Source: an optimization exercise on an open RTL-to-GDS flow (aim: small area). Production flows keep margins and buffers that such runs may drop. The RTL was checked by simulation tests, not by an equivalence proof against the original design. No activity file was given, so power comes from the tool's default toggle rates.

== build 90 ==
==> flow/design.v (excerpt) <==
module proj2_host #(
    parameter int unsigned TIMEOUT = 2**20,
    parameter int unsigned BYTES   = 32
) (
    input  logic         clk,
    input  logic         reset,
    input  logic         cmd_valid,
    output logic         cmd_ready,
    input  logic [255:0] cmd_a1,
    input  logic [255:0] cmd_a2,
    input  logic [255:0] cmd_a3,
    output logic         rsp_valid,
    input  logic         rsp_ready,
    output logic [255:0] rsp_a0,
    output logic         rsp_err,
    output logic         p2_we,
    output logic         p2_oe,
    output logic         p2_start,
    output logic [1:0]   p2_reg_sel,
    output logic [4:0]   p2_addr,
    output logic [7:0]   p2_data,
    input  logic [7:0]   p2_rdata,
    input  logic         p2_ready
);
For scale: about 2,400 cells after synthesis, about 26,000 um^2 of cells after synthesis.
Settings: LEC_CHECK=0, CAP_MARGIN=20, CORE_AREA=4 4 226 226, DIE_AREA=0 0 230 230, SLEW_MARGIN=20; clock period 6.0 ns.
run.sh (not shown) runs the stock make flow with config.mk's settings and CLKGATE_MAP_FILE= SYNTH_SCRIPT=/design/flow/synth_recipe.tcl, a recipe that flattens the netlist after the stock synthesis.
Build 90 failed in I/O pin placement (3_2_place_iop) with PPL-0024.
--- input diff build 90..build 44 ---
==> flow/flow/run.sh (new file) <==
#!/bin/bash
# The standard layout, with placement and clock-tree options changed:
#  - every port still gets its own buffer, but the smallest buffer cell
#    (buf_1) instead of the default delay buffer;
#  - pins may sit on adjacent routing tracks, so the die can be sized for
#    the cells rather than for the 1058 pins;
#  - the clock tree uses clkbuf_8 leaf buffers driving up to 18 flip-flops
#    each, without dummy loads.
set -euo pipefail
export BUFFER_PORTS_ARGS="-inputs -outputs -buffer_cell sky130_fd_sc_hd__buf_1"
export PLACE_PINS_ARGS="-min_distance 1 -min_distance_in_tracks"
export CTS_ARGS="-sink_clustering_enable -repair_clock_nets -dont_use_dummy_load -buf_list sky130_fd_sc_hd__clkbuf_8 -sink_clustering_size 18 -sink_clustering_max_diameter 50"
bash standard.sh > standard.log 2>&1
==> flow/standard.sh (new file) <==
#!/bin/bash
# synth_recipe.tcl (not shown) runs the flow's synth.tcl, then flattens the netlist and writes it again
# the make line also repeats each setting of config.mk as NAME=value (left out here)
make -C /OpenROAD-flow-scripts/flow DESIGN_CONFIG=/design/flow/config.mk WORK_HOME=/design/flow/orfs CLKGATE_MAP_FILE= SYNTH_SCRIPT=/design/flow/synth_recipe.tcl "${@:-finish}"
removed: flow/run.sh
Notes after the runs:
Build 44 finished end to end and its layout was clean on timing, DRC and antenna. Reported for build 44 and build 90, post-synthesis share of cell area spent on full adders, half adders and majority gates turned out identical to the last digit. Build 44 vs. build 90: area share of xor/xnor cells in the synthesized design was more or less identical, number of distinct standard cells referenced by the synthesized netlist barely changed, area of the mapped netlist did not really move, starting density of the core closely matched the old numbers. Row count came out exactly the same in build 44 and build 90.
Modified inputs, build 53 compared to build 44
--- a/flow/flow/run.sh
+++ b/flow/flow/run.sh
@@ -7 +7 @@
-#  - the clock tree uses clkbuf_8 leaf buffers driving up to 18 flip-flops
+#  - the clock tree uses clkbuf_4 leaf buffers driving up to 10 flip-flops
@@ -12 +12 @@
-export CTS_ARGS="-sink_clustering_enable -repair_clock_nets -dont_use_dummy_load -buf_list sky130_fd_sc_hd__clkbuf_8 -sink_clustering_size 18 -sink_clustering_max_diameter 50"
+export CTS_ARGS="-sink_clustering_enable -repair_clock_nets -dont_use_dummy_load -buf_list sky130_fd_sc_hd__clkbuf_4 -sink_clustering_size 10 -sink_clustering_max_diameter 50"
==> run notes <==
- Build 53 vs build 44, data arrival time at the worst-slack endpoint went up by 0.15 ns.
- Build 53 against build 44: part of the total power dissipated in the clock network shrank by 1.6 points; setup clock skew after layout lost 0.0044 ns.
- The share of the cycle needed by the critical path after routing of build 53 is higher than that of build 44.
Input-level comparison between build 80 and build 53:
Settings: a change of DIE_AREA from 0 0 230 230 to 0 0 620 120; a change of CORE_AREA from 4 4 226 226 to 4 4 616 116.
==> flow/run.sh (new file) <==
#!/bin/bash
# synth_recipe.tcl (not shown) runs the flow's synth.tcl, then flattens the netlist and writes it again
# the make line also repeats each setting of config.mk as NAME=value (left out here)
make -C /OpenROAD-flow-scripts/flow DESIGN_CONFIG=/design/flow/config.mk WORK_HOME=/design/flow/orfs CLKGATE_MAP_FILE= SYNTH_SCRIPT=/design/flow/synth_recipe.tcl finish
removed: flow/flow/run.sh
removed: flow/standard.sh
==> comparison <==
Build 80: done, clean on timing, DRC and antenna
Reported for build 80 and build 53, port buffer count turned out identical to the last digit.
The run showing the greater logic gate share of total power is build 80.
For the starting density of the core, build 80 came in 14 points lower than build 53 did.
Build 80 vs build 53 — sequential power climbed slightly
Build 80 vs build 53 — total power climbed by more than 10%
Build 80 ends up with a overall global routing resource usage that is 8.3 points lower than in build 53.
Clock-net power was lower in the run labelled build 53.
Re logic depth of the worst path, buffers included: no difference whatsoever between build 80 and build 53.

-- what the ideal ports hide --
No port has a modelled driver above. Below, the same layouts with a new extraction and two added sets of constraints.
Step 1 sets driving cells, clkbuf_16 on the clock port and buf_2 on the other inputs (assumed; they add their load-dependent delay and slew).
Step 2, shift: input delay + t, output delay - t, t = (earliest + latest rising clock arrival at the registers) / 2. This alone moves slack from input paths to output paths.
a / b / c = no drivers / after step 1 / after step 2; a / b = the first two.
run	shift t [ns]	slack for setup (ns)	hold slack, ns	worst setup path at the end	worst data-port slew with drivers (ns)
build 44	0.697	2.470 / 2.413 / 2.523	0.359 / 0.359 / 0.359	input to register	0.15
build 53	0.907	2.324 / 2.268 / 2.442	0.224 / 0.255 / 0.376	input to register	0.19
build 80	0.703	1.622 / 1.568 / 2.046	0.393 / 0.393 / 0.393	input to register	0.19
After both steps setup and hold are still met in every run listed.
